This design comes from an exercise in tuning for small area on the open sky130 flow, not from production work. Only simulation tests tie the RTL to the original design; equivalence was not proved. Power figures rest on the tool's default switching activity, not on a simulated workload. No driver is modelled on the clock port, so clocking that relies on it looks cheaper here than on a real chip.

==> design/flow/design.v <==
module udp_rx_frame_ctrl #(
  parameter int unsigned DEPTH  = 64,
  parameter int unsigned FRAMES = 4
) (
  input  logic        sys_clk,
  input  logic        sys_rst,
  input  logic        rec_data_en,
  input  logic [31:0] rec_data,
  input  logic        rec_end,
  input  logic [15:0] rec_data_num,
  input  logic        err_flag,
  output logic        m_valid,
  input  logic        m_ready,
  output logic [31:0] m_data,
  output logic        m_last,
  output logic [15:0] m_len,
  output logic [15:0] drop_cnt
);
  localparam int unsigned AW = $clog2(DEPTH);
  localparam int unsigned FW = $clog2(FRAMES);
  localparam int unsigned CW = AW + 1;
  localparam int unsigned DW = CW + 16;
  typedef logic [AW:0] ptr_t;
  typedef logic [FW:0] dptr_t;
  localparam ptr_t  DepthP  = ptr_t'(DEPTH);
  localparam dptr_t FramesP = dptr_t'(FRAMES);
  localparam ptr_t  POne    = ptr_t'(1);
  localparam ptr_t  PTwo    = ptr_t'(2);
  localparam dptr_t DOne    = dptr_t'(1);
  typedef enum logic [1:0] {StIdle, StLoad, StStream} state_e;
  logic [31:0]   buf_mem  [DEPTH];
  logic [DW-1:0] desc_mem [FRAMES];
  ptr_t        wr_ptr_q, commit_ptr_q, wcnt_q;
  logic        bad_q, open_q;
  logic [15:0] drop_cnt_q;
  dptr_t       dq_wr_q;
  state_e      state_q, state_d;
  ptr_t        rd_ptr_q, rem_q;
  dptr_t       dq_rd_q, dq_rel_q;
  logic [31:0] m_data_q;
  logic        m_last_q;
  logic [15:0] m_len_q;
  logic buf_full, desc_full, err_hit, full_hit, do_write;
  logic frame_empty, frame_bad, commit, drop;
  ptr_t wr_next, wcnt_next;
  always_comb begin
    buf_full  = (wr_ptr_q - rd_ptr_q) == DepthP;
    desc_full = (dq_wr_q - dq_rel_q) == FramesP;
    err_hit   = err_flag && (open_q || rec_data_en || rec_end);
    full_hit    = rec_data_en && !bad_q && buf_full;
    do_write    = rec_data_en && !bad_q && !buf_full;
    wr_next     = wr_ptr_q + ptr_t'(do_write);
    wcnt_next   = wcnt_q + ptr_t'(do_write);
    frame_empty = (wcnt_next == '0) && !bad_q && !full_hit && !err_hit;
    frame_bad   = bad_q || full_hit || err_hit || desc_full;
    commit      = rec_end && !frame_empty && !frame_bad;
    drop        = rec_end && !frame_empty && frame_bad;
  end
  always_ff @(posedge sys_clk or posedge sys_rst) begin
    if (sys_rst) begin
      wr_ptr_q     <= '0;
      commit_ptr_q <= '0;
      wcnt_q       <= '0;
      bad_q        <= 1'b0;
      open_q       <= 1'b0;
      drop_cnt_q   <= '0;
      dq_wr_q      <= '0;
    end else begin
      if (rec_end) begin
        wr_ptr_q <= drop ? commit_ptr_q : wr_next;
        wcnt_q   <= '0;
        bad_q    <= 1'b0;
        open_q   <= 1'b0;
      end else begin
        wr_ptr_q <= wr_next;
        wcnt_q   <= wcnt_next;
        if (full_hit || err_hit) bad_q <= 1'b1;
        if (rec_data_en) open_q <= 1'b1;
      end
      if (commit) begin
        commit_ptr_q <= wr_next;
        dq_wr_q      <= dq_wr_q + DOne;
      end
      if (drop && (drop_cnt_q != 16'hFFFF)) drop_cnt_q <= drop_cnt_q + 16'd1;
    end
  end
  always_ff @(posedge sys_clk) begin
    if (do_write) buf_mem[wr_ptr_q[AW-1:0]] <= rec_data;
    if (commit) desc_mem[dq_wr_q[FW-1:0]] <= {wcnt_next, rec_data_num};
  end
  logic          pop, xfer, last_xfer, pending;
  logic [DW-1:0] desc_head;
  ptr_t          head_words, rd_next;
  assign desc_head  = desc_mem[dq_rd_q[FW-1:0]];
  assign head_words = desc_head[DW-1:16];
  assign rd_next    = rd_ptr_q + POne;
  assign pending    = dq_rd_q != dq_wr_q;
  always_comb begin
    state_d   = state_q;
    pop       = 1'b0;
    xfer      = 1'b0;
    last_xfer = 1'b0;
    unique case (state_q)
      StIdle: begin
        if (pending) state_d = StLoad;
      end
      StLoad: begin
        pop     = 1'b1;
        state_d = StStream;
      end
      StStream: begin
        if (m_ready) begin
          xfer = 1'b1;
          if (m_last_q) begin
            last_xfer = 1'b1;
            state_d   = pending ? StLoad : StIdle;
          end
        end
      end
      default: state_d = StIdle;
    endcase
  end
  always_ff @(posedge sys_clk or posedge sys_rst) begin
    if (sys_rst) begin
      state_q  <= StIdle;
      rd_ptr_q <= '0;
      rem_q    <= '0;
      dq_rd_q  <= '0;
      dq_rel_q <= '0;
      m_data_q <= '0;
      m_last_q <= 1'b0;
      m_len_q  <= '0;
    end else begin
      state_q <= state_d;
      if (pop) begin
        dq_rd_q  <= dq_rd_q + DOne;
        m_len_q  <= desc_head[15:0];
        rem_q    <= head_words;
        m_data_q <= buf_mem[rd_ptr_q[AW-1:0]];
        m_last_q <= head_words == POne;
      end
      if (xfer) begin
        rd_ptr_q <= rd_next;
        if (last_xfer) begin
          m_last_q <= 1'b0;
          dq_rel_q <= dq_rel_q + DOne;
        end else begin
          rem_q    <= rem_q - POne;
          m_data_q <= buf_mem[rd_next[AW-1:0]];
          m_last_q <= rem_q == PTwo;
        end
      end
    end
  end
  assign m_valid  = state_q == StStream;
  assign m_data   = m_data_q;
  assign m_last   = m_last_q;
  assign m_len    = m_len_q;
  assign drop_cnt = drop_cnt_q;
endmodule
==> design/flow/run.sh <==
#!/bin/bash
# synth_recipe.tcl (not shown) runs the flow's synth.tcl, then flattens the netlist and writes it again
# the make line also repeats each setting of config.mk as NAME=value (left out here)
make -C /OpenROAD-flow-scripts/flow DESIGN_CONFIG=/design/flow/config.mk WORK_HOME=/design/flow/orfs CLKGATE_MAP_FILE= SYNTH_SCRIPT=/design/flow/synth_recipe.tcl finish
==> design/flow/config.mk <==
export PLATFORM = sky130hd
export DESIGN_NAME = udp_rx_frame_ctrl
export DESIGN_NICKNAME = udp_rx_frame_ctrl
export VERILOG_FILES = /design/flow/design.v
export SDC_FILE = /design/flow/constraint.sdc
export NUM_CORES = 4
export LEC_CHECK = 0
export CAP_MARGIN = 20
export CORE_MARGIN = 2
export CORE_UTILIZATION = 40
export SLEW_MARGIN = 20
==> design/flow/constraint.sdc <==
create_clock -name core_clock -period 8.0 [get_ports {sys_clk}]
set_input_delay 1.6000 -clock core_clock [delete_from_list [all_inputs] [get_ports {sys_clk}]]
set_output_delay 1.6000 -clock core_clock [all_outputs]
set_load 0.01 [all_outputs]
==> summary.md, run 1 <==
| Metric | Value |
|---|---|
| Status | complete, no violations |
| Register area share after synthesis | 64.6% |
| Layout cell share with drive strength beyond 1 | 30.4% |
| Top Usage Layer GRT | met2 |
| Area leader, netlist | edfxtp_1 |
| Syn Inst Count | 5419 |
| Synth unique cells | 67 |
| Worst Setup End Kind | flop |
| Via count | 60073 |
| M2 GR Usage | 41.5% |
| Post-synth net total | 5495 |
| Max Buffers Root-to-Sink | 3 |
| # port buffers | 119 |
| Drt wl/cell | 37.1 µm |
| Leakage | 37.1 nW |
| Async SR Flop Fraction | 5.02% |
| Period utilization | 72.3% |
| Yosys warning count | 1 |
| GP Congestion | 0.883 |
| Cell depth of the worst flop-to-flop path | 15 |
| Max Clk Rate | 0.173 GHz |
| Unrepaired setup endpoints after global routing | false |
| Post-Syn Area | 0.104 mm² |
| Avg Cell Area, Syn | 19.2 µm² |
| CTS Hold Bufs | 0 |
| Remaining Overflow, GRT | 0 |
| Maxcap violations | 0 |
| CP Data Required Time | 8.53 ns |
| Crit path launch type | flop |
| Slew HR | 20.7% |
| Hold crit path type | reg -> reg |
| CTS tree | done |
| Synth top area share | 61.9% |
| Critical Path Fanout Max | 24 |
| FP Rows | 187 |
| Worst vdd ir | 454 µV |
| Hold Vio Cnt, Final | 0 |
| Final min period | 5.78 ns |
| Core Footprint | 0.259 mm² |
| # DRC | 0 |
| Layout Skew | 0.0678 ns |
| Drt total wl | 340000 µm |
| Synth-to-layout area growth | 12.7% |
| Die area | 0.264 mm² |
| Hold Crit Depth | 2 |
| Ranking of synthesized cells by area | edfxtp_1 62%, mux4_2 23%, dfrtp_1 2.7% |
| Die boundary height | 514 µm |
| Pre-antenna DRT Iters | 6 |
| Post-synth EDFFs | 2140 |
| Global routing usage on met3 | 5.29% |
| Clock Latency Late Sink | 0.92 ns |
| # nets final | 5656 |
| Die width | 514 µm |
| Boundary pin count | 120 |
| Violation count after the first detailed-route iteration | 8284 |
| Initial Util | 40.1% |
| Pin count of the biggest net entering global routing | 135 |
| Setup TNS | 0 ns |
| Final antenna-violating net count | 0 |
| Resize count post-CTS | 0 |
| Clock Root Buffer | clkbuf_16 |
| Fin. max-slew vios | 0 |
| Final setup vio count | 0 |
| Number of global-route vias before repair | 60223 |
| Slew @ Worst Pin | 1.19 ns |
| Ys flop type | edfxtp_1 |
| Routed vias/inst | 6.55 |
| CTS buffer count | 228 |
| Post CTS Setup Buffer Count | 0 |
| CP Class | reg -> reg |
| Met1 usage | 33.7% |
| Util after Layout | 45.2% |
| CTS H-Tree Depth | 4 |
| First-pass GRT wire length | 477000 µm |
| CTS clk-pin slew, worst paths | 0.06 ns |
| Initial antenna violation count | 12 |
| Post-DP HPWL | 213000 µm |
| Global Route Usage Sum | 25.7% |
| CP arrival | 6.31 ns |
| Num Clock Sinks | 2253 |
| Pwr per Cell Area | 389 mW/mm² |
| Synthesis-stage register bit count | 2253 |
-- per-layer routing --
metal	part of all wire [%]	wire, µm	vias up
met4	4.9	16700	6
met3	9.4	32000	649
met1	37	127000	32538
met5	0.013	44	-
li1	-	-	23357
met2	48	165000	3523
-- sequential cells by signal, indices dropped and copies added, names as in the netlist, 3 cells and up --
signal / flops
buf_mem: 2048
wcnt_q: 7
dq_rel_q: 3
dq_wr_q: 3
desc_mem: 92
wr_ptr_q: 7
drop_cnt_q: 16
rem_q: 7
commit_ptr_q: 7
rd_ptr_q: 7
dq_rd_q: 3
m_len_q: 16
m_data_q: 32
-- cell usage in the layout, fill, tap and decap left out, types with 46 or more instances in the layout --
master	n
edfxtp_1	2140
nand3_1	141
mux2i_1	238
a221oi_1	90
buf_4	197
a31oi_1	46
clkbuf_1	61
mux4_2	1048
dfrtp_1	108
clkdlybuf4s50_1	87
nand2_1	491
a21oi_1	116
o21ai_0	65
clkbuf_16	228
a32oi_1	54
nor2_4	73
-- logic make-up (layout without fill, tap and decap cells) --
| group | after synthesis | count (layout) | synth area share, % |
|---|---|---|---|
| simple gates | 872 | 872 | 3.64 |
| xor+xnor | 51 | 51 | 0.455 |
| other cells | 0 | 3 | 0 |
| flops | 2253 | 2253 | 64.6 |
| fa+ha+maj | 22 | 22 | 0.265 |
| buf+inv | 428 | 782 | 2.50 |
| compound gates | 484 | 484 | 3.24 |
| mux | 1309 | 1309 | 25.3 |
-- worst max-delay path: stages (launching register included) --
cell and delay (ns):
dfrtp_2 0.37, clkinv_2 0.62, ha_1 0.66, a2111oi_0 0.46, a21oi_1 0.16, xnor2_1 0.21
o211a_1 0.51, ha_1 0.30, nand3_1 0.11, xnor2_1 0.41, nor3_1 0.11, nand3_1 0.11
nand3_1 0.08, or4_1 0.74, nor2_2 0.18, buf_4 0.35
-- power by group --
group / leakage, nW / total, mW / internal (mW) / switching [mW]
sequential: 20.7 / 14.0 / 13.4 / 0.615
combinational: 12.7 / 20.7 / 9.08 / 11.6
clock: 3.67 / 10.8 / 6.13 / 4.71
-- synthesized netlist by cell type, types with 12 or more instances --
cell type and instances:
edfxtp_1 2140, mux4_2 1048, nand2_1 491, mux2i_1 238, nand3_1 141, nor2_1 120
a21oi_1 116, dfrtp_1 113, clkbuf_1 105, buf_2 99, a221oi_1 90, buf_4 88
buf_6 66, o21ai_0 65, a32oi_1 54, a31oi_1 46, buf_1 44, a22oi_1 39
xnor2_1 39, nand4_1 34, ha_1 22, inv_1 19, mux2_2 19, nor2b_1 16
or4_1 14, nor3_1 13, a211oi_1 12
-- final cells by class --
cell class	count	area, µm²
antenna	3	7.51
fill	21599	142000
multi-input combinational	2738	34900
clock inverter	115	1330
clock buffer	308	6200
timing repair buffer	336	3170
inverter	23	105
tap	3402	4260
sequential	2253	67100
-- stage by stage --
stage / setup slack (ns) / area, µm² / hold WS [ns] / power [mW] / instances
after floorplan: 1.96 / 104000 / 0.447 / 28.5 / 5419
after global placement: 2.11 / 109000 / 0.465 / 34.8 / 8741
after detailed placement: 2.32 / 109000 / 0.462 / 34.8 / 8750
after CTS: 2.29 / 117000 / 0.477 / 45.6 / 9173
after global routing: 1.94 / 117000 / 0.508 / 47.1 / 9176
final: 2.22 / 117000 / 0.474 / 45.5 / 9178
-- worst paths after layout --
path	slack (ns)	to	start
worst min register to register	0.47	m_len_q[10]	m_len_q[10]
min in group asynchronous	1.45	m_len_q[2]	sys_rst
max in group asynchronous	5.38	wr_ptr_q[2]	sys_rst
worst min-delay path	0.47	m_len_q[10]	m_len_q[10]
worst max register to register	2.22	desc_mem[3][7]	rd_ptr_q[3]
worst max-delay path	2.22	desc_mem[3][7]	rd_ptr_q[3]
==> run 2: changes to the inputs <==
==> design/flow/design.v (replaced) <==
module udp_rx_frame_ctrl #(
  parameter int unsigned DEPTH  = 64,
  parameter int unsigned FRAMES = 4
) (
  input  logic        sys_clk,
  input  logic        sys_rst,
  input  logic        rec_data_en,
  input  logic [31:0] rec_data,
  input  logic        rec_end,
  input  logic [15:0] rec_data_num,
  input  logic        err_flag,
  output logic        m_valid,
  input  logic        m_ready,
  output logic [31:0] m_data,
  output logic        m_last,
  output logic [15:0] m_len,
  output logic [15:0] drop_cnt
);
  localparam int unsigned AW = $clog2(DEPTH);
  localparam int unsigned FW = $clog2(FRAMES);
  typedef logic [AW:0] ptr_t;
  typedef logic [FW:0] dptr_t;
  localparam ptr_t  DepthP  = ptr_t'(DEPTH);
  localparam dptr_t FramesP = dptr_t'(FRAMES);
  typedef enum logic [1:0] {StIdle, StLoad, StStream} state_e;
  logic [31:0]   buf_mem  [DEPTH];
  logic [15:0]   len_mem  [FRAMES];
  logic [AW-1:0] end_mem  [FRAMES];
  ptr_t        wr_ptr_q, commit_ptr_q;
  logic        bad_q, open_q;
  logic [15:0] drop_cnt_q;
  dptr_t       dq_wr_q;
  state_e      state_q, state_d;
  ptr_t        rd_ptr_q;
  dptr_t       dq_rel_q;
  logic buf_full, desc_full, err_hit, full_hit, do_write;
  logic frame_empty, frame_bad, commit, drop;
  ptr_t wr_next;
  always_comb begin
    buf_full    = (wr_ptr_q - rd_ptr_q) == DepthP;
    desc_full   = (dq_wr_q - dq_rel_q) == FramesP;
    err_hit     = err_flag && (open_q || rec_data_en || rec_end);
    full_hit    = rec_data_en && !bad_q && buf_full;
    do_write    = rec_data_en && !bad_q && !buf_full;
    wr_next     = wr_ptr_q + ptr_t'(do_write);
    frame_empty = (wr_ptr_q == commit_ptr_q) && !do_write && !bad_q && !full_hit && !err_hit;
    frame_bad   = bad_q || full_hit || err_hit || desc_full;
    commit      = rec_end && !frame_empty && !frame_bad;
    drop        = rec_end && !frame_empty && frame_bad;
  end
  always_ff @(posedge sys_clk or posedge sys_rst) begin
    if (sys_rst) begin
      wr_ptr_q     <= '0;
      commit_ptr_q <= '0;
      bad_q        <= 1'b0;
      open_q       <= 1'b0;
      drop_cnt_q   <= '0;
      dq_wr_q      <= '0;
    end else begin
      if (rec_end) begin
        wr_ptr_q <= drop ? commit_ptr_q : wr_next;
        bad_q    <= 1'b0;
        open_q   <= 1'b0;
      end else begin
        wr_ptr_q <= wr_next;
        if (full_hit || err_hit) bad_q <= 1'b1;
        if (rec_data_en) open_q <= 1'b1;
      end
      if (commit) begin
        commit_ptr_q <= wr_next;
        dq_wr_q      <= dq_wr_q + 1'b1;
      end
      if (drop && (drop_cnt_q != 16'hFFFF)) drop_cnt_q <= drop_cnt_q + 16'd1;
    end
  end
  always_ff @(posedge sys_clk) begin
    if (do_write) buf_mem[wr_ptr_q[AW-1:0]] <= rec_data;
    if (commit) begin
      len_mem[dq_wr_q[FW-1:0]] <= rec_data_num;
      end_mem[dq_wr_q[FW-1:0]] <= wr_next[AW-1:0];
    end
  end
  logic xfer, last_xfer, pending;
  ptr_t rd_next;
  assign rd_next = rd_ptr_q + 1'b1;
  assign m_last  = rd_next[AW-1:0] == end_mem[dq_rel_q[FW-1:0]];
  assign pending = (dq_rel_q + dptr_t'(state_q == StStream)) != dq_wr_q;
  always_comb begin
    state_d   = state_q;
    xfer      = 1'b0;
    last_xfer = 1'b0;
    unique case (state_q)
      StIdle: begin
        if (pending) state_d = StLoad;
      end
      StLoad: begin
        state_d = StStream;
      end
      StStream: begin
        if (m_ready) begin
          xfer = 1'b1;
          if (m_last) begin
            last_xfer = 1'b1;
            state_d   = pending ? StLoad : StIdle;
          end
        end
      end
      default: state_d = StIdle;
    endcase
  end
  always_ff @(posedge sys_clk or posedge sys_rst) begin
    if (sys_rst) begin
      state_q  <= StIdle;
      rd_ptr_q <= '0;
      dq_rel_q <= '0;
    end else begin
      state_q <= state_d;
      if (xfer) rd_ptr_q <= rd_next;
      if (last_xfer) dq_rel_q <= dq_rel_q + 1'b1;
    end
  end
  assign m_valid  = state_q == StStream;
  assign m_data   = buf_mem[rd_ptr_q[AW-1:0]];
  assign m_len    = len_mem[dq_rel_q[FW-1:0]];
  assign drop_cnt = drop_cnt_q;
endmodule
==> run 2 against run 1 <==
  * Register-to-register slack gained 0.30 ns
  * Non-clock buffer count shrank 62
  * Clock skew shrank 0.015 ns
  * Maximum frequency shrank 13%
  * Die area shrank 19%
  * Routed wire length shrank 40%
  * Global-route usage shrank 6.4 points
  * Worst setup slack lost 0.89 ns
  * Critical endpoint is now m_data[20]
  * Cell count shrank 27%
  * Still clean
  * Clock power shrank 11%
==> summary.md, run 2 <==
| Metric | Value |
|---|---|
| Layout Skew | 0.0531 ns (-0.0147 ns) |
| Unrepaired setup endpoints after global routing | false |
| Fin. max-slew vios | 0 (unchanged) |
| Avg Cell Area, Syn | 24.5 µm² (+28%) |
| XOR/XNOR Fraction of Synth Area | 0.563% (+0.11 points) |
| Syn Inst Count | 3408 (-37%) |
| Pin count of the biggest net entering global routing | 76 (-44%) |
| Most common cell after layout, fill and taps aside | edfxtp_1 |
| Max Buffers Root-to-Sink | 3 (unchanged) |
| Pre-antenna DRT Iters | 6 (unchanged) |
| Main combinational cell family by area after synthesis | multiplexers |
| Clock Latency Late Sink | 0.86 ns (-0.06 ns) |
| Hold crit path type | reg -> reg |
| CTS Hold Bufs | 0 (unchanged) |
| Initial antenna violation count | 12 (unchanged) |
| Crit path launch type | flop |
| CTS clk-pin slew, worst paths | 0.06 ns (about the same) |
| Synth-to-layout area growth | 15.1% |
| Post-Synth Adder-Cell Area | 0.284% (+0.020 points) |
| Synth top area share | 76.8% (+15 points) |
| Setup Slack @ Placement | 2.27 ns (-0.0538 ns) |
| Max Clk Rate | 0.150 GHz (-13%) |
| Yosys warning count | 1 (unchanged) |
| Post-synth EDFFs | 2136 (-0.19%) |
| Simple-Gate Fraction of Synth Area | 1.09% (-2.5 points) |
| Commonest non-fill, non-tap cells in the layout | 2136 x edfxtp_1, 662 x mux4_2, 211 x clkbuf_16 |
| GP Congestion | 0.783 (-11%) |
| Boundary pin count | 120 (unchanged) |
| Crit path buffers/inverters | 2 (unchanged) |
| Mux cell area share after synthesis | 18.1% (-7.2 points) |
| Slowest cell on the critical path | dfrtp_4 |
| Placed insts | 6291 (-28%) |
| CTS tree | done |
| Resize count post-CTS | 0 (unchanged) |
| # DRC | 0 (unchanged) |
| Initial Util | 40.3% (+0.21 points) |
| Slew @ Worst Pin | 1.10 ns (-0.0893 ns) |
| Layout cell share with drive strength beyond 1 | 31.7% (+1.3 points) |
| # port buffers | 119 (unchanged) |
| Die boundary height | 461 µm (-10%) |
| Post-DP HPWL | 118000 µm (-45%) |
| CTS H-Tree Depth | 4 (unchanged) |
| Most used cell, CP | mux4_2 |
| CP Class | reg -> out |
| CP arrival | 5.08 ns (-1.23 ns) |
| Pwr per Cell Area | 335 mW/mm² (-14%) |
| FP Rows | 167 (-11%) |
| Status | complete, no violations |
| Worst Setup End Kind | output port |
| Number of global-route vias before repair | 38478 (-36%) |
| Drt wl/cell | 30.5 µm (-18%) |
| Crit-path cells | buf_12, mux4_2, mux4_2, a22oi_1, nand2_1, clkdlybuf4s50_1 |
| Cell family with most CP delay | buffers and inverters |
| Violation count after the first detailed-route iteration | 4199 (-49%) |
| Via count | 38023 (-37%) |
| Post-route cell area | 0.0962 mm² (-18%) |
| Setup TNS | 0 ns (unchanged) |
| Synthesis-stage register bit count | 2183 (-3.1%) |
| Num Clock Sinks | 2183 (-3.1%) |
| Largest register FFs | 2048 (unchanged) |
| Count leader, synth | edfxtp_1 |
| Final antenna-violating net count | 0 (unchanged) |
| Maxcap violations | 0 (unchanged) |
| Register area share after synthesis | 78.2% (+14 points) |
| Final non-filler cell total | 6688 (-27%) |
| First-pass GRT wire length | 291000 µm (-39%) |
| Placed cell area | 0.0893 mm² (-18%) |
| Post-Syn Area | 0.0836 mm² (-20%) |
| Worst vdd ir | 291 µV (-36%) |
| Final min period | 6.68 ns (+0.894 ns) |
| Core Footprint | 0.207 mm² (-20%) |
| Area leader, netlist | edfxtp_1 |
| Synth unique cells | 44 (-34%) |
| Synth cell count leaders | 2136 x edfxtp_1, 662 x mux4_2, 95 x clkbuf_1, 76 x nor2_1, 64 x a22oi_1 |
| Crit-path max cell delay | 0.97 ns (+0.23 ns) |
| Global Route Usage Sum | 19.3% (-6.4 points) |
| Slew HR | 26.7% (+5.9 points) |
| Leakage | 29.6 nW (-20%) |
| Hold Vio Cnt, Final | 0 (unchanged) |
| Final WS setup | 1.32 ns (-0.894 ns) |
| Critical Path Fanout Max | 74 (+210%) |
| Die width | 461 µm (-10%) |
| Clock Root Buffer | clkbuf_16 |
| Util after Layout | 46.4% (+1.2 points) |
| Post-synth net total | 3481 (-37%) |
| # nets final | 3795 (-33%) |
| Drt total wl | 204000 µm (-40%) |
| Worst hold margin | 0.460 ns (-0.0142 ns) |
| Ys flop type | edfxtp_1 |
| CTS buffer count | 211 (-7.5%) |
| CP Data Required Time | 6.40 ns (-2.13 ns) |
| Power Total | 32.2 mW (-29%) |
| Async SR Flop Fraction | 2.15% (-2.9 points) |
| Post CTS Setup Buffer Count | 0 (unchanged) |
| Final setup vio count | 0 (unchanged) |
| Routed vias/inst | 5.69 (-13%) |
| Period utilization | 83.5% (+11 points) |
| Remaining Overflow, GRT | 0 (unchanged) |
| Ranking of synthesized cells by area | edfxtp_1 77%, mux4_2 18%, dfrtp_1 1.4% |
| Synth Area in Compound Gates | 0.856% (-2.4 points) |
| Die area | 0.213 mm² (-19%) |
==> run 2: changes by cell type after synthesis, moves of 54 or more <==
cell and delta:
buf_6 -66, buf_2 -58, a221oi_1 -90, nand3_1 -134, o21ai_0 -61, a21oi_1 -110
mux4_2 -386, mux2i_1 -238, dfrtp_1 -66, nand2_1 -444, buf_4 -84, a32oi_1 -54
==> run 2: routing by layer <==
metal | global-route usage (%) | part of all wire [%] | vias up
met5 | 0 | 0.017 | -
met3 | 3.84 | 7.2 | 245
met1 | 27.2 | 42 | 21001
li1 | - | - | 15401
met4 | 4.50 | 2.0 | 4
met2 | 31.0 | 49 | 1372
==> run 2: worst paths after layout <==
kind                            cells past startpoint         endpoint        start  slack, ns
worst max-delay path                                6       m_data[20]  rd_ptr_q[2]       1.32
worst min-delay path                                1       state_q[0]   state_q[0]       0.46
worst max register to register                      9  buf_mem[46][29]  rd_ptr_q[0]       2.52
worst min register to register                      1       state_q[0]   state_q[0]       0.46
max in group asynchronous                           3      rd_ptr_q[2]      sys_rst       6.21
min in group asynchronous                           3   drop_cnt_q[15]      sys_rst       1.24
==> run 2: cell families (layout without fill, tap and decap cells) <==
| logic type | Yosys count | in the layout |
|---|---|---|
| simple gates | 192 | 192 |
| compound gates | 97 | 97 |
| xor+xnor | 49 | 49 |
| mux | 680 | 680 |
| buf+inv | 188 | 677 |
| fa+ha+maj | 19 | 19 |
| other cells | 0 | 3 |
| flops | 2183 | 2183 |
==> run 2: final cells by class <==
type | instances | area, µm²
Fill cell | 16900 | 111000
Sequential cell | 2183 | 65300
Multi-Input combinational cell | 1037 | 18000
Clock buffer | 261 | 5480
Tap cell | 2788 | 3490
Timing Repair Buffer | 274 | 2590
Clock inverter | 127 | 1200
Inverter | 15 | 63.8
Antenna cell | 3 | 7.51
==> run 2: where the power goes <==
part / switching, mW / internal, mW
sequential: 0.320 / 13.0
combinational: 4.89 / 4.40
clock: 4.26 / 5.36
==> run 3: changes to the inputs <==
--- a/design/flow/design.v
+++ b/design/flow/design.v
@@ -120,7 +120,12 @@
     end
   end
   assign m_valid  = state_q == StStream;
-  assign m_data   = buf_mem[rd_ptr_q[AW-1:0]];
+  logic [DEPTH-1:0] rsel;
+  always_comb begin
+    for (int i = 0; i < DEPTH; i++) rsel[i] = rd_ptr_q[AW-1:0] == AW'(i);
+    m_data = '0;
+    for (int i = 0; i < DEPTH; i++) m_data = m_data | ({32{rsel[i]}} & buf_mem[i]);
+  end
   assign m_len    = len_mem[dq_rel_q[FW-1:0]];
   assign drop_cnt = drop_cnt_q;
 endmodule
==> run 3 against run 2 <==
  * Non-clock buffer count rose by 49
  * Via count grew 34%
  * Still clean
  * Flip-flop and latch count did not move
  * Sequential share of layout area grew 2.7 points
  * Combinational power shrank 45%
  * Sequential power is essentially flat
==> summary.md, run 3 <==
| Metric | Value |
|---|---|
| Via count | 51070 (+34%) |
| Die width | 450 µm (-2.4%) |
| Max Clk Rate | 0.145 GHz (-3.5%) |
| Synthesis-stage register bit count | 2183 (unchanged) |
| Drt total wl | 321000 µm (+58%) |
| # DRC | 0 (unchanged) |
| Switch share | 29.2% (-0.23 points) |
| Number of global-route vias before repair | 47156 (+23%) |
| Async SR Flop Fraction | 2.15% (unchanged) |
| Post-Syn Area | 0.0796 mm² (-4.8%) |
| Pre-antenna DRT Iters | 8 (+2) |
| Placed insts | 7168 (+14%) |
| Register area share after synthesis | 82.1% (+3.9 points) |
| Num Clock Sinks | 2183 (unchanged) |
| Syn Inst Count | 4439 (+30%) |
| Synth-to-layout area growth | 16.1% |
| Synth Area in Compound Gates | 10.0% (+9.1 points) |
| Drt wl/cell | 42.5 µm (+39%) |
| Post-synth net total | 4515 (+30%) |
| Hold Vio Cnt, Final | 0 (unchanged) |
| Maxcap violations | 0 (unchanged) |
| CTS clk-pin slew, worst paths | 0.07 ns (about the same) |
| Post-synth EDFFs | 2136 (unchanged) |
| Sequential power share | 47.4% (+6.2 points) |
| Period utilization | 86.5% (+3.0 points) |
| Slew HR | 15.9% (-11 points) |
| Switch Pwr | 8.17 mW (-14%) |
| Clock Root Buffer | clkbuf_16 |
| Synth cell count leaders | 2136 x edfxtp_1, 998 x a22oi_1, 342 x nand2_1, 197 x clkbuf_1, 175 x nor2_1 |
| Boundary pin count | 120 (unchanged) |
| Final non-filler cell total | 7565 (+13%) |
| Internal power | 19.8 mW (-13%) |
| Status | complete, no violations |
| Die boundary height | 450 µm (-2.4%) |
| Post-DP HPWL | 179000 µm (+52%) |
| GP Congestion | 0.899 (+15%) |
| First-pass GRT wire length | 424000 µm (+46%) |
| Fin. max-slew vios | 0 (unchanged) |
| CP arrival | 5.32 ns (+0.24 ns) |
| Synth top area share | 80.6% (+3.9 points) |
| Mux cell area share after synthesis | 0.758% (-17 points) |
| Clock power frac | 34.3% (+4.4 points) |
| Simple-Gate Fraction of Synth Area | 5.04% (+3.9 points) |
| FP Rows | 163 (-2.4%) |
| Avg Cell Area, Syn | 17.9 µm² (-27%) |
| Crit path launch type | flop |
| Ys flop type | edfxtp_1 |
| Routed vias/inst | 6.75 (+19%) |
| Unrepaired setup endpoints after global routing | false |
| Critical Path Fanout Max | 20 (-73%) |
| Initial Util | 40.3% (about the same) |
| # port buffers | 119 (unchanged) |
| Pin count of the biggest net entering global routing | 65 (-14%) |
| CTS buffer count | 208 (-1.4%) |
| Count leader, synth | edfxtp_1 |
| Resize count post-CTS | 0 (unchanged) |
| Initial antenna violation count | 12 (unchanged) |
| Post-Synth Adder-Cell Area | 0.346% (+0.061 points) |
| Final min period | 6.92 ns (+0.243 ns) |
| Layout cell share with drive strength beyond 1 | 13.8% (-18 points) |
| Power Total | 28.0 mW (-13%) |
| Hold crit path type | reg -> reg |
| Slew @ Worst Pin | 1.26 ns (+0.161 ns) |
| Worst Setup End Kind | output port |
| CTS tree | done |
| Final antenna-violating net count | 0 (unchanged) |
| Post CTS Setup Buffer Count | 0 (unchanged) |
| Violation count after the first detailed-route iteration | 10669 (+150%) |
| Worst vdd ir | 267 µV (-8.4%) |
| Yosys warning count | 1 (unchanged) |
| CTS H-Tree Depth | 4 (unchanged) |
| Power share of the combinational group | 18.3% (-11 points) |
| Util after Layout | 46.8% (+0.41 points) |
| Final setup vio count | 0 (unchanged) |
| Area leader, netlist | edfxtp_1 |
| Clock Latency Late Sink | 0.90 ns (+0.04 ns) |
| CTS Hold Bufs | 0 (unchanged) |
| CP Data Required Time | 6.40 ns (about the same) |
| Pwr per Cell Area | 303 mW/mm² (-9.6%) |
| Layout Skew | 0.0748 ns (+0.0216 ns) |
| Remaining Overflow, GRT | 0 (unchanged) |
| Core Footprint | 0.197 mm² (-4.8%) |
| Largest register FFs | 2048 (unchanged) |
| # nets final | 4820 (+27%) |
| Commonest non-fill, non-tap cells in the layout | 2136 x edfxtp_1, 998 x a22oi_1, 342 x nand2_1 |
| Leakage | 29.4 nW (-0.78%) |
| Max Buffers Root-to-Sink | 3 (unchanged) |
| Synth unique cells | 57 (+30%) |
| Fillers | 16652 (-1.5%) |
| Main combinational cell family by area after synthesis | compound AO/OA/AOI/OAI gates |
| CP Class | reg -> out |
| Ranking of synthesized cells by area | edfxtp_1 81%, a22oi_1 9.4%, nand2_1 1.6% |
| Die area | 0.202 mm² (-4.8%) |
| Most common cell after layout, fill and taps aside | edfxtp_1 |
| XOR/XNOR Fraction of Synth Area | 0.560% (-0.0031 points) |
| Global Route Usage Sum | 31.1% (+12 points) |
| Setup TNS | 0 ns (unchanged) |
==> run 3: cell count changes after synthesis, sizes merged, moves of 10 or more <==
cell    previous run  this run
a22oi             64       998
nor2              76       175
nor4               1        49
a221oi             0        13
nand4             16       126
mux2              18         8
nand2             47       342
mux4             662        22
a22o               0        13
nand3              7        37
buf               78        31
clkbuf            95       197
nor3               9        67
==> run 3: final timing paths <==
kind                             startpoint              end  slack [ns]  depth (start not counted)
worst max-delay path            rd_ptr_q[0]        m_data[0]        1.08                         10
worst min-delay path             state_q[0]       state_q[0]        0.45                          1
worst max register to register  rd_ptr_q[4]  buf_mem[55][31]        2.84                         10
worst min register to register   state_q[0]       state_q[0]        0.45                          1
max in group asynchronous           sys_rst  commit_ptr_q[3]        6.31                          2
min in group asynchronous           sys_rst    drop_cnt_q[1]        1.23                          2
==> run 3: area by class of cell <==
type	instances	area, µm²	share of cell area [%]
multi-input cells	2016	14200	15.4
diodes	10	25.0	0.0271
flip-flops and latches	2183	65300	70.7
well taps	2640	3300	3.57
inverters	12	47.5	0.0515
repair buffers	323	2940	3.18
clock inverters	117	992	1.07
clock buffers	264	5530	5.99
==> run 3: power by group through the flow <==
| stage | logic, mW | clock network, mW | registers, mW |
|---|---|---|---|
| finish | 5.13 | 9.60 | 13.2 |
| global route | 5.20 | 10.0 | 13.3 |
| CTS | 5.00 | 9.58 | 13.2 |
| detailed placement | 4.99 | 0 | 13.5 |
| global placement | 4.96 | 0 | 13.5 |
| floorplan | 2.15 | 0 | 13.4 |
==> run 3: layer usage <==
layer	wire length, µm	GRT usage [%]	vias to the layer above
met4	23000	18.4	12
met2	140000	46.2	5115
li1	-	-	18831
met1	109000	40.8	25979
met5	142	0	-
met3	49400	8.83	1133
==> run 3: kinds of logic (layout without fill, tap and decap cells) <==
| logic type | count (synthesis) | count (layout) |
|---|---|---|
| xor+xnor | 50 | 50 |
| other cells | 0 | 10 |
| mux | 31 | 31 |
| simple gates | 859 | 859 |
| flops | 2183 | 2183 |
| fa+ha+maj | 22 | 22 |
| compound gates | 1054 | 1054 |
| buf+inv | 240 | 716 |
==> run 3: through the flow <==
step | hold WS (ns) | setup WS [ns] | cell area, µm²
finish | 0.449 | 1.08 | 92400
global route | 0.468 | 1.09 | 92400
CTS | 0.452 | 1.22 | 92200
detailed placement | 0.445 | 2.15 | 85700
global placement | 0.438 | 2.17 | 85400
floorplan | 0.427 | 3.14 | 79600
==> run 3: worst max-delay path, stage by stage (launching register included) <==
cell and delay [ns]:
dfrtp_1 0.46, ha_1 0.29, nand2_1 0.62, nor2_4 0.42, buf_4 0.38, a22oi_1 0.16, and4_1 0.23, nand4_1 0.14
nor4_1 0.94, nand3_1 0.26, clkdlybuf4s50_1 0.55
==> run 4: changes to the inputs <==
--- a/design/flow/config.mk
+++ b/design/flow/config.mk
@@ -7,5 +7,6 @@
 export LEC_CHECK = 0
 export CAP_MARGIN = 20
 export CORE_MARGIN = 2
-export CORE_UTILIZATION = 40
+export CORE_UTILIZATION = 65
+export CTS_BUF_LIST = sky130_fd_sc_hd__clkbuf_4 sky130_fd_sc_hd__clkbuf_8
 export SLEW_MARGIN = 20
==> run 4 against run 3 <==
  * Largest power group unchanged
  * Critical endpoint is now m_data[4]
  * Design area is 1.8% lower
  * Critical path type unchanged
  * Maximum frequency decreased by 2.0%
  * Still clean on timing, DRC and antenna
  * Clock power down 4.8%
  * Area after synthesis unchanged
  * Core utilization is 28 points higher
  * Highest routed layer unchanged
  * Via count grew 2.0%
  * Combinational power shrank 3%
==> summary.md, run 4 <==
| Metric | Value |
|---|---|
| Post-Syn Area | 0.0796 mm² (unchanged) |
| Max Buffers Root-to-Sink | 4 (+1) |
| Resize count post-CTS | 0 (unchanged) |
| Register area share after synthesis | 82.1% (unchanged) |
| Avg Cell Area, Syn | 17.9 µm² (unchanged) |
| Global Route Usage Sum | 49.4% (+18 points) |
| Async SR Flop Fraction | 2.15% (unchanged) |
| Final min period | 7.06 ns (+0.142 ns) |
| First-pass GRT wire length | 409000 µm (-3.6%) |
| Slowest cell on the critical path | nor2_4 |
| Worst hold margin | 0.451 ns (+0.00120 ns) |
| Crit-path cells | nand3_1, nor2_4, buf_4, a22oi_1, nand2_1, nor3_1, nand4_1, clkdlybuf4s50_1 |
| Critical Path Fanout Max | 15 (-25%) |
| Via count | 52083 (+2.0%) |
| Cell family with most CP delay | simple AND/OR/NAND/NOR gates |
| Synth unique cells | 57 (unchanged) |
| Crit-path max cell delay | 1.28 ns (+0.34 ns) |
| Max Clk Rate | 0.142 GHz (-2.0%) |
| Ys flop type | edfxtp_1 |
| Final antenna-violating net count | 0 (unchanged) |
| Clock Root Buffer | clkbuf_8 |
| Post-DP HPWL | 168000 µm (-6.2%) |
| Violation count after the first detailed-route iteration | 11167 (+4.7%) |
| FP Rows | 128 (-21%) |
| Crit path launch type | flop |
| Count leader, synth | edfxtp_1 |
| # nets final | 4942 (+2.5%) |
| CTS Hold Bufs | 0 (unchanged) |
| Sequential power share | 48.4% (+1.0 points) |
| Period utilization | 88.3% (+1.8 points) |
| Worst vdd ir | 263 µV (-1.5%) |
| Post-synth EDFFs | 2136 (unchanged) |
| Yosys warning count | 1 (unchanged) |
| Power share of the combinational group | 18.3% (about the same) |
| Area leader, netlist | edfxtp_1 |
| CTS clk-pin slew, worst paths | 0.06 ns (about the same) |
| Post CTS Setup Buffer Count | 0 (unchanged) |
| Setup TNS | 0 ns (unchanged) |
| Final setup vio count | 0 (unchanged) |
| Drt wl/cell | 45.6 µm (+7.4%) |
| CP Class | reg -> out |
| Boundary pin count | 120 (unchanged) |
| Layout Skew | 0.0602 ns (-0.0145 ns) |
| Slew @ Worst Pin | 1.30 ns (+0.0431 ns) |
| Util after Layout | 74.7% (+28 points) |
| Hold crit path type | reg -> reg |
| Synth top area share | 80.6% (unchanged) |
| Placed insts | 6135 (-14%) |
| Leakage | 29.5 nW (+0.31%) |
| Most common cell after layout, fill and taps aside | edfxtp_1 |
| Switch Pwr | 7.96 mW (-2.5%) |
| Clock Latency Late Sink | 1.09 ns (+0.19 ns) |
| Clock power frac | 33.4% (-0.9 points) |
| Status | complete, no violations |
| Slew HR | 13.0% (-2.9 points) |
| Unrepaired setup endpoints after global routing | false |
| Layout cell share with drive strength beyond 1 | 17.4% (+3.5 points) |
| Initial antenna violation count | 10 (-2) |
| Power Total | 27.4 mW (-2.1%) |
| Core Footprint | 0.122 mm² (-38%) |
| CP Data Required Time | 6.40 ns (about the same) |
| Die width | 354 µm (-21%) |
| Fillers | 7138 (-57%) |
| Pwr per Cell Area | 302 mW/mm² (-0.28%) |
| # port buffers | 119 (unchanged) |
| Synthesis-stage register bit count | 2183 (unchanged) |
| CTS tree | done |
| Initial Util | 65.5% (+25 points) |
| Fin. max-slew vios | 0 (unchanged) |
| Ranking of synthesized cells by area | edfxtp_1 81%, a22oi_1 9.4%, nand2_1 1.6% |
| Largest register FFs | 2048 (unchanged) |
| # DRC | 0 (unchanged) |
| Synth cell count leaders | 2136 x edfxtp_1, 998 x a22oi_1, 342 x nand2_1, 197 x clkbuf_1, 175 x nor2_1 |
| Internal power | 19.4 mW (-1.9%) |
| Num Clock Sinks | 2183 (unchanged) |
| Hold Vio Cnt, Final | 0 (unchanged) |
| Switch share | 29.1% (-0.12 points) |
| CTS H-Tree Depth | 5 (+1) |
| Syn Inst Count | 4439 (unchanged) |
| GP Congestion | 0.923 (+2.7%) |
| Pre-antenna DRT Iters | 9 (+1) |
| Maxcap violations | 0 (unchanged) |
| Final non-filler cell total | 6747 (-11%) |
| Post-synth net total | 4515 (unchanged) |
| Die boundary height | 354 µm (-21%) |
| Worst Setup End Kind | output port |
| Pin count of the biggest net entering global routing | 65 (unchanged) |
| CTS buffer count | 350 (+68%) |
| CP arrival | 5.46 ns (+0.14 ns) |
| Number of global-route vias before repair | 48895 (+3.7%) |
| Remaining Overflow, GRT | 0 (unchanged) |
| Crit path buffers/inverters | 2 (unchanged) |
| Commonest non-fill, non-tap cells in the layout | 2136 x edfxtp_1, 998 x a22oi_1, 360 x clkbuf_8 |
| Drt total wl | 308000 µm (-4.2%) |
| Routed vias/inst | 7.72 (+14%) |
| Synth-to-layout area growth | 14.1% |
| Die area | 0.125 mm² (-38%) |
-- run 4: cell types whose count changed in the layout (fill, tap and decap cells not counted), moves of 3 or more --
cell       change
clkinv_16      -8
clkbuf_8     +357
clkbuf_16    -212
clkinv_2       -7
clkinv_1      +34
clkbuf_1      -49
buf_4         -15
bufinv_16      -3
inv_6          +3
clkbuf_4     +104
buf_12         -6
buf_2          +4
buf_16         -5
-- run 4: layout make-up --
| cell class | instances | area (µm²) | area share (%) |
|---|---|---|---|
| Clock inverter | 132 | 727 | 0.801 |
| Clock buffer | 464 | 5740 | 6.32 |
| Inverter | 12 | 46.3 | 0.0510 |
| Antenna cell | 12 | 30.0 | 0.0331 |
| Sequential cell | 2183 | 65300 | 72.0 |
| Tap cell | 1625 | 2030 | 2.24 |
| Timing Repair Buffer | 303 | 2610 | 2.88 |
| Multi-Input combinational cell | 2016 | 14200 | 15.7 |
-- run 4: power groups by stage --
| stage | clock network (mW) | registers, mW | logic [mW] |
|---|---|---|---|
| 2_1_floorplan | 0 | 13.4 | 2.15 |
| 3_3_place_gp | 0 | 13.5 | 4.72 |
| 3_5_place_dp | 0 | 13.5 | 4.77 |
| 4_1_cts | 9.05 | 13.3 | 4.79 |
| 5_1_grt | 9.52 | 13.3 | 5.04 |
| 6_report | 9.14 | 13.3 | 5.00 |
-- run 4: worst reg2reg max path, delay by kind of cell (launching register included) --
family / cells / cell delay [ns]
compound gates: 2 / 0.45
fa+ha+maj: 1 / 0.45
buf+inv: 2 / 0.86
flops: 1 / 0.59
simple gates: 5 / 2.49
-- run 4: path summary, 6_finish.rpt --
| path | slack, ns | start | depth (start not counted) | to |
|---|---|---|---|---|
| worst max register to register | 2.78 | rd_ptr_q[4] | 10 | buf_mem[23][27] |
| max in group asynchronous | 6.42 | sys_rst | 2 | commit_ptr_q[5] |
| worst max-delay path | 0.94 | rd_ptr_q[4] | 8 | m_data[4] |
| min in group asynchronous | 1.04 | sys_rst | 2 | drop_cnt_q[8] |
| worst min register to register | 0.45 | state_q[0] | 1 | state_q[0] |
| worst min-delay path | 0.45 | state_q[0] | 1 | state_q[0] |
-- run 4: cell families (layout without fill, tap and decap cells) --
group                      after synthesis  count (layout)  synth area share, %
AOI/OAI and AO/OA                     1054            1054                 10.0
other                                    0              12                    0
and+or+nand+nor                        859             859                 5.04
adders and majority gates               22              22                0.346
DFF                                   2183            2183                 82.1
xor gates and xnor gates                50              50                0.560
muxes                                   31              31                0.758
buffers and inverters                  240             911                 1.20
-- run 4: routing by layer --
metal | global-route usage [%] | routed length [µm] | up-vias
met1 | 65.8 | 96800 | 25549
met4 | 30.6 | 24500 | 14
li1 | - | - | 19128
met3 | 19.8 | 58300 | 1414
met2 | 68.6 | 128000 | 5978
met5 | 0 | 137 | -
-- run 4: metrics by stage --
step / area [µm²] / setup WS (ns)
3_5_place_dp: 84100 / 2.30
6_report: 90700 / 0.937
3_3_place_gp: 84000 / 2.36
5_1_grt: 90700 / 1.04
2_1_floorplan: 79600 / 3.14
4_1_cts: 90600 / 1.19
==> run 5: changes to the inputs <==
==> design/flow/flow/run.sh (new file) <==
#!/bin/bash
# The standard layout, with three changes:
#  * clock tree synthesis without dummy loads, with larger sink clusters on clkbuf_16;
#  * ports buffered with buf_1.
set -euo pipefail
bash standard.sh \
  "CTS_ARGS=-sink_clustering_enable -repair_clock_nets -dont_use_dummy_load -buf_list sky130_fd_sc_hd__clkbuf_16 -sink_clustering_size 30 -sink_clustering_max_diameter 150" \
  "BUFFER_PORTS_ARGS=-buffer_cell sky130_fd_sc_hd__buf_1" \
  finish > standard_make.log 2>&1
==> design/flow/standard.sh (new file) <==
#!/bin/bash
# synth_recipe.tcl (not shown) runs the flow's synth.tcl, then flattens the netlist and writes it again
# the make line also repeats each setting of config.mk as NAME=value (left out here)
make -C /OpenROAD-flow-scripts/flow DESIGN_CONFIG=/design/flow/config.mk WORK_HOME=/design/flow/orfs CLKGATE_MAP_FILE= SYNTH_SCRIPT=/design/flow/synth_recipe.tcl "${@:-finish}"
--- a/design/flow/config.mk
+++ b/design/flow/config.mk
@@ -8,5 +8,4 @@
 export CAP_MARGIN = 20
 export CORE_MARGIN = 2
 export CORE_UTILIZATION = 65
-export CTS_BUF_LIST = sky130_fd_sc_hd__clkbuf_4 sky130_fd_sc_hd__clkbuf_8
 export SLEW_MARGIN = 20
removed: design/flow/run.sh
==> run 5 against run 4 <==
  * Critical endpoint is now m_data[0]
  * Register-to-register slack got worse by 0.12 ns
  * Maximum frequency rose by 8.7%
  * First-iteration DRC count rose by 5.5%
  * Still clean on timing, DRC and antenna
  * Synthesized cell count did not move
  * Highest routed layer unchanged
  * Cell count fell by 7.6%
  * Core utilization fell by 4.1 points
  * Sequential share of layout area rose by 4.2 points
  * Combinational power fell by 8.2%
  * Die area did not move
  * Area after synthesis did not move
  * Design area fell by 5.5%
  * Largest power group unchanged
==> summary.md, run 5 <==
| Metric | Value |
|---|---|
| Num Clock Sinks | 2183 (unchanged) |
| Max Clk Rate | 0.154 GHz (+8.7%) |
| # nets final | 4677 (-5.4%) |
| # DRC | 0 (unchanged) |
| Hold Vio Cnt, Final | 0 (unchanged) |
| Post-synth EDFFs | 2136 (unchanged) |
| Post-DP HPWL | 161000 µm (-4.3%) |
| Most common cell after layout, fill and taps aside | edfxtp_1 |
| Status | complete, no violations |
| Synthesis-stage register bit count | 2183 (unchanged) |
| Worst vdd ir | 210 µV (-20%) |
| Setup Slack @ Placement | 2.54 ns (+0.238 ns) |
| CTS Hold Bufs | 0 (unchanged) |
| Pwr per Cell Area | 268 mW/mm² (-11%) |
| Placed cell area | 0.0836 mm² (-0.64%) |
| Maxcap violations | 0 (unchanged) |
| Layout Skew | 0.0687 ns (+0.00845 ns) |
| Power Total | 22.9 mW (-16%) |
| Clock Root Buffer | clkbuf_16 |
| Slew @ Worst Pin | 1.31 ns (+0.00565 ns) |
| Max Buffers Root-to-Sink | 3 (-1) |
| CP arrival | 4.90 ns (-0.56 ns) |
| Area leader, netlist | edfxtp_1 |
| FP Rows | 128 (unchanged) |
| Remaining Overflow, GRT | 0 (unchanged) |
| Leakage | 26.9 nW (-8.9%) |
| Via count | 49933 (-4.1%) |
| Drt total wl | 299000 µm (-3.0%) |
| Drt wl/cell | 47.9 µm (+5.1%) |
| Post-synth net total | 4515 (unchanged) |
| Synth cell count leaders | 2136 x edfxtp_1, 998 x a22oi_1, 342 x nand2_1, 197 x clkbuf_1, 175 x nor2_1 |
| Yosys warning count | 1 (unchanged) |
| Hold Path Sink | state_q[0] |
| Crit path buffers/inverters | 2 (unchanged) |
| CTS H-Tree Depth | 3 (-2) |
| Layout cell share with drive strength beyond 1 | 10.2% (-7.2 points) |
| Worst R2R Setup Slack | 2.66 ns (-0.12 ns) |
| Routed vias/inst | 8.01 (+3.8%) |
| Final WS setup | 1.50 ns (+0.565 ns) |
| R2r startpoint | rd_ptr_q[4] |
| Final antenna-violating net count | 0 (unchanged) |
| Cell family with most CP delay | simple AND/OR/NAND/NOR gates |
| Avg Cell Area, Syn | 17.9 µm² (unchanged) |
| # port buffers | 119 (unchanged) |
| Count leader, synth | edfxtp_1 |
| Critical Path Fanout Max | 22 (+7) |
| GP Congestion | 0.890 (-3.6%) |
| CTS clk-pin slew, worst paths | 0.11 ns (+0.05 ns) |
| Die width | 354 µm (unchanged) |
| Reg-to-reg endpoint | buf_mem[23][2] |
| Global Route Usage Sum | 47.8% (-1.6 points) |
| Post CTS Setup Buffer Count | 0 (unchanged) |
| Final setup vio count | 0 (unchanged) |
| Slew HR | 12.7% (-0.38 points) |
| Ranking of synthesized cells by area | edfxtp_1 81%, a22oi_1 9.4%, nand2_1 1.6% |
| Hold crit path type | reg -> reg |
| CP Class | reg -> out |
| Cell depth of the worst flop-to-flop path | 10 (unchanged) |
| Crit-path cells | ha_1, nand2_1, nor2_4, buf_4, a22o_1, a221oi_1, nand4_1, nor4_1, nand3_1, buf_1 |
| Post-route cell area | 0.0858 mm² (-5.5%) |
| Post-Syn Area | 0.0796 mm² (unchanged) |
| Slowest cell on the critical path | nand2_1 |
| Fin. max-slew vios | 0 (unchanged) |
| Pre-antenna DRT Iters | 6 (-3) |
| Commonest non-fill, non-tap cells in the layout | 2136 x edfxtp_1, 998 x a22oi_1, 342 x nand2_1 |
| Number of global-route vias before repair | 45739 (-6.5%) |
| Die boundary height | 354 µm (unchanged) |
| Period utilization | 81.2% (-7.1 points) |
| Setup TNS | 0 ns (unchanged) |
| Async SR Flop Fraction | 2.15% (unchanged) |
| Die area | 0.125 mm² (unchanged) |
| Synth top area share | 80.6% (unchanged) |
| Syn Inst Count | 4439 (unchanged) |
| Initial antenna violation count | 11 (+1) |
| Hold Crit Depth | 1 (unchanged) |
| Core Footprint | 0.122 mm² (unchanged) |
| CP Data Required Time | 6.40 ns (about the same) |
| Resize count post-CTS | 0 (unchanged) |
| Crit-path max cell delay | 0.71 ns (-0.57 ns) |
| Crit path launch type | flop |
| Final min period | 6.50 ns (-0.565 ns) |
| Synth unique cells | 57 (unchanged) |
| Pin count of the biggest net entering global routing | 65 (unchanged) |
| Initial Util | 65.5% (unchanged) |
| First-pass GRT wire length | 396000 µm (-3.1%) |
| Violation count after the first detailed-route iteration | 11776 (+5.5%) |
| Boundary pin count | 120 (unchanged) |
| Ys flop type | edfxtp_1 |
| Largest register FFs | 2048 (unchanged) |
| Synth-to-layout area growth | 7.80% |
| Unrepaired setup endpoints after global routing | false |
| Worst Setup End Kind | output port |
| Clock Latency Late Sink | 0.76 ns (-0.33 ns) |
| Hold path start | state_q[0] |
| Register area share after synthesis | 82.1% (unchanged) |
| CTS buffer count | 82 (-77%) |
| CTS tree | done |
## run 5: changes by cell type in the layout (fill, tap and decap cells not counted), sizes merged, moves of 5 or more
cell / delta
buf: +70
clkinv: -117
clkinvlp: -5
clkbuf: -360
diode: -5
bufinv: -6
clkdlybuf4s50: -89
## run 5: per-stage QoR
step,cells,hold slack (ns),utilization [%]
after floorplan,4439,0.427,-
after global placement,6135,0.441,68.7
after detailed placement,6138,0.455,68.8
after CTS,6220,0.471,70.5
after global routing,6226,0.475,70.5
final,6231,0.468,70.6
## run 5: report_power, final
part	switching [mW]	total, mW	internal [mW]	leakage [nW]
Sequential	0.233	13.2	13.0	19.8
Combinational	3.41	4.59	1.18	6.07
Clock	3.27	5.13	1.86	1.01
## run 5: area by class of cell
class	instances	area [µm²]
diodes	7	17.5
clock buffers	82	2050
fillers	7614	35800
inverters	12	46.3
multi-input cells	2016	14200
flip-flops and latches	2183	65300
well taps	1625	2030
repair buffers	306	2060
## run 5: kinds of logic (layout without fill, tap and decap cells)
| logic type | after synthesis | in the layout | share of synthesized area [%] |
|---|---|---|---|
| AOI/OAI and AO/OA | 1054 | 1054 | 10.0 |
| xor gates and xnor gates | 50 | 50 | 0.560 |
| adders and majority gates | 22 | 22 | 0.346 |
| buffers and inverters | 240 | 400 | 1.20 |
| DFF | 2183 | 2183 | 82.1 |
| muxes | 31 | 31 | 0.758 |
| other | 0 | 7 | 0 |
| and+or+nand+nor | 859 | 859 | 5.04 |
## run 5: per-layer routing
metal / up-vias / share of wire (%) / global-route usage (%)
met3: 1177 / 19 / 15.2
met4: 4 / 7.3 / 26.3
met1: 24654 / 32 / 67.1
met2: 5735 / 42 / 67.5
li1: 18363 / - / -
met5: - / 0.0077 / 0.113
## run 5: how the worst max path moves through the flow
stage	startpoint	endpoint	slack, ns	cells after the start
after detailed placement	rd_ptr_q[0]	m_data[0]	2.54	10
after global placement	rd_ptr_q[0]	m_data[0]	2.61	10
after CTS	rd_ptr_q[0]	m_data[0]	1.76	10
after floorplan	rd_ptr_q[4]	buf_mem[30][0]	3.14	10
final	rd_ptr_q[0]	m_data[0]	1.50	10
after global routing	rd_ptr_q[0]	m_data[0]	1.56	10
==> run 6: changes to the inputs <==
--- a/design/flow/config.mk
+++ b/design/flow/config.mk
@@ -5,7 +5,7 @@
 export SDC_FILE = /design/flow/constraint.sdc
 export NUM_CORES = 4
 export LEC_CHECK = 0
-export CAP_MARGIN = 20
+export CAP_MARGIN = 10
 export CORE_MARGIN = 2
 export CORE_UTILIZATION = 65
-export SLEW_MARGIN = 20
+export SLEW_MARGIN = 10
==> run 6 against run 5 <==
  * Still clean
  * Critical path depth unchanged
  * Global-route usage about the same
  * Register-to-register slack improved by 0.05 ns
  * Combinational power about the same
  * Maximum frequency increased by 0.34%
  * Sequential share of layout area increased by 0.12 points
  * Critical path type unchanged
  * Largest power group unchanged
==> summary.md, run 6 <==
| Metric | Value |
|---|---|
| Final antenna-violating net count | 0 (unchanged) |
| Die boundary height | 354 µm (unchanged) |
| Most common cell after layout, fill and taps aside | edfxtp_1 |
| Max Buffers Root-to-Sink | 3 (unchanged) |
| Pwr per Cell Area | 268 mW/mm² (about the same) |
| Async SR Flop Fraction | 2.15% (unchanged) |
| Number of global-route vias before repair | 45472 (-0.58%) |
| Num Clock Sinks | 2183 (unchanged) |
| CP arrival | 4.88 ns (-0.02 ns) |
| Drt wl/cell | 48.0 µm (+0.16%) |
| XOR/XNOR Fraction of Synth Area | 0.560% (unchanged) |
| Synthesis-stage register bit count | 2183 (unchanged) |
| Synth top area share | 80.6% (unchanged) |
| Crit path launch type | flop |
| Syn Inst Count | 4439 (unchanged) |
| Ranking of synthesized cells by area | edfxtp_1 81%, a22oi_1 9.4%, nand2_1 1.6% |
| Core Footprint | 0.122 mm² (unchanged) |
| Max Clk Rate | 0.154 GHz (+0.34%) |
| Crit path launch | rd_ptr_q[0] |
| Slew @ Worst Pin | 1.35 ns (+0.0462 ns) |
| End point of the critical path | m_data[0] |
| Yosys warning count | 1 (unchanged) |
| Post-route cell area | 0.0856 mm² (-0.15%) |
| Worst R2R Setup Slack | 2.71 ns (+0.05 ns) |
| Synth Area in Compound Gates | 10.0% (unchanged) |
| Post CTS Setup Buffer Count | 0 (unchanged) |
| Hold crit path type | reg -> reg |
| First-pass GRT wire length | 395000 µm (-0.14%) |
| Period utilization | 81.0% (-0.27 points) |
| Simple-Gate Fraction of Synth Area | 5.04% (unchanged) |
| Final min period | 6.48 ns (-0.0218 ns) |
| CTS tree | done |
| Slew HR | 9.57% (-3.1 points) |
| Critical Path Fanout Max | 22 (unchanged) |
| Commonest non-fill, non-tap cells in the layout | 2136 x edfxtp_1, 998 x a22oi_1, 342 x nand2_1 |
| Synth cell count leaders | 2136 x edfxtp_1, 998 x a22oi_1, 342 x nand2_1, 197 x clkbuf_1, 175 x nor2_1 |
| Reg-to-reg endpoint | buf_mem[23][2] |
| Violation count after the first detailed-route iteration | 12313 (+4.6%) |
| Worst Setup End Kind | output port |
| Count leader, synth | edfxtp_1 |
| Pre-antenna DRT Iters | 6 (unchanged) |
| Placed insts | 6136 (-0.033%) |
| R2r startpoint | rd_ptr_q[4] |
| Avg Cell Area, Syn | 17.9 µm² (unchanged) |
| GP Congestion | 0.890 (unchanged) |
| Die width | 354 µm (unchanged) |
| Clock Root Buffer | clkbuf_16 |
| # port buffers | 119 (unchanged) |
| Final setup vio count | 0 (unchanged) |
| Boundary pin count | 120 (unchanged) |
| Clock Latency Late Sink | 0.76 ns (about the same) |
| Main combinational cell family by area after synthesis | compound AO/OA/AOI/OAI gates |
| Register area share after synthesis | 82.1% (unchanged) |
| Maxcap violations | 0 (unchanged) |
| Hold Vio Cnt, Final | 0 (unchanged) |
| CP Data Required Time | 6.40 ns (about the same) |
| Cell depth of the worst flop-to-flop path | 10 (unchanged) |
| Status | complete, no violations |
| CP Class | reg -> out |
| Initial Util | 65.5% (unchanged) |
| Remaining Overflow, GRT | 0 (unchanged) |
| Global Route Usage Sum | 47.8% (about the same) |
| Ys flop type | edfxtp_1 |
| Final non-filler cell total | 6229 (-0.032%) |
| Initial antenna violation count | 12 (+1) |
| Post-Syn Area | 0.0796 mm² (unchanged) |
| # nets final | 4672 (-0.11%) |
| Die area | 0.125 mm² (unchanged) |
| Setup TNS | 0 ns (unchanged) |
| Drt total wl | 299000 µm (+0.13%) |
| Worst vdd ir | 224 µV (+6.6%) |
| Area leader, netlist | edfxtp_1 |
| Via count | 49807 (-0.25%) |
| Layout cell share with drive strength beyond 1 | 10.1% (-0.098 points) |
| Synth unique cells | 57 (unchanged) |
| CTS clk-pin slew, worst paths | 0.11 ns (about the same) |
| Largest register FFs | 2048 (unchanged) |
| Util after Layout | 70.4% (-0.11 points) |
| Mux cell area share after synthesis | 0.758% (unchanged) |
| Synth-to-layout area growth | 7.63% |
| Layout Skew | 0.0415 ns (-0.0271 ns) |
| FP Rows | 128 (unchanged) |
| CTS Hold Bufs | 0 (unchanged) |
| Post-synth EDFFs | 2136 (unchanged) |
| Placed cell area | 0.0835 mm² (about the same) |
| Pin count of the biggest net entering global routing | 65 (unchanged) |
| Unrepaired setup endpoints after global routing | false |
| CTS buffer count | 82 (unchanged) |
| Fin. max-slew vios | 0 (unchanged) |
| Post-synth net total | 4515 (unchanged) |
| Leakage | 26.8 nW (-0.21%) |
| # DRC | 0 (unchanged) |
| CTS H-Tree Depth | 3 (unchanged) |
| Routed vias/inst | 8.00 (-0.22%) |
| Post-Synth Adder-Cell Area | 0.346% (unchanged) |
| Resize count post-CTS | 0 (unchanged) |
| Post-DP HPWL | 160000 µm (-0.17%) |
## run 6: how the worst min path moves through the flow
stage / from / end / slack [ns] / cells past startpoint
6_report: state_q[0] / state_q[0] / 0.47 / 1
5_1_grt: state_q[0] / state_q[0] / 0.49 / 1
4_1_cts: state_q[0] / state_q[0] / 0.47 / 1
3_5_place_dp: state_q[0] / state_q[0] / 0.46 / 1
3_3_place_gp: state_q[0] / state_q[0] / 0.44 / 1
2_1_floorplan: state_q[0] / state_q[0] / 0.43 / 1
## run 6: critical path: stages, from the launching register on
cell and delay (ns):
dfrtp_1 0.48, ha_1 0.28, nand2_1 0.68, nor2_4 0.32
buf_4 0.46, a22o_1 0.27, a221oi_1 0.27, nand4_1 0.20
nor4_1 0.47, nand3_1 0.42, buf_1 0.24
## run 6: metrics by stage
stage / hold slack (ns) / total power [mW] / worst slack (ns)
floorplan: 0.427 / 15.5 / 3.14
global placement: 0.441 / 17.8 / 2.61
detailed placement: 0.457 / 17.9 / 2.52
CTS: 0.473 / 22.6 / 1.75
global route: 0.489 / 23.3 / 1.55
finish: 0.471 / 22.9 / 1.52
## run 6: cell families (layout without fill, tap and decap cells)
logic type,Yosys count,after routing
buffers and inverters,240,395
DFF,2183,2183
adders and majority gates,22,22
xor gates and xnor gates,50,50
other,0,10
AOI/OAI and AO/OA,1054,1054
and+or+nand+nor,859,859
muxes,31,31
## run 6: area by class of cell
cell class              instances  area (µm²)
multi-input cells            2016       14200
repair buffers                301        1920
fillers                      7623       35900
flip-flops and latches       2183       65300
clock buffers                  82        2050
well taps                    1625        2030
inverters                      12        45.0
diodes                         10        25.0
## run 6: power breakdown
| part | total [mW] | internal [mW] | switching, mW |
|---|---|---|---|
| clock network | 5.13 | 1.86 | 3.27 |
| logic | 4.57 | 1.17 | 3.39 |
| registers | 13.2 | 13.0 | 0.232 |
| total | 22.9 | 16.0 | 6.90 |
## run 6: metal layers
metal	track usage [%]	vias up	share of wire, %
li1	-	18338	-
met1	67.0	24710	32
met2	68.1	5560	42
met3	15.3	1189	18
met4	25.2	10	7.3
met5	0	-	0.023

## re-timing with driven ports
The flow's constraints put no driver on any port. The routed layouts listed below were extracted and timed again, unchanged, in two steps. Step 1 assumes that a clkbuf_16 drives the clock port and a buf_2 every other input. Step 2 times the ports against the registers' clock, not the clock port: input delays grow and output delays shrink by t, the midpoint of the rising clock arrivals with the driver on. Slacks: no drivers / after step 1 / after step 2; pairs: no drivers / after step 1.
| run | t (ns) | slack for setup (ns) | worst setup path at the end | latest minus earliest clock arrival (ns) |
|---|---|---|---|---|
| run 1 | 0.977 | 2.216 / 2.216 / 2.216 | register to register | 0.069 / 0.068 |
| run 2 | 0.931 | 1.323 / 1.224 / 2.156 | register to output | 0.058 / 0.059 |
| run 3 | 0.947 | 1.080 / 0.988 / 1.935 | register to output | 0.092 / 0.092 |
| run 4 | 1.135 | 0.937 / 0.856 / 1.992 | register to output | 0.063 / 0.063 |
| run 5 | 0.791 | 1.502 / 1.421 / 2.212 | register to output | 0.090 / 0.089 |
| run 6 | 0.814 | 1.524 / 1.435 / 2.249 | register to output | 0.063 / 0.062 |
After both steps setup and hold are still met in every run listed.
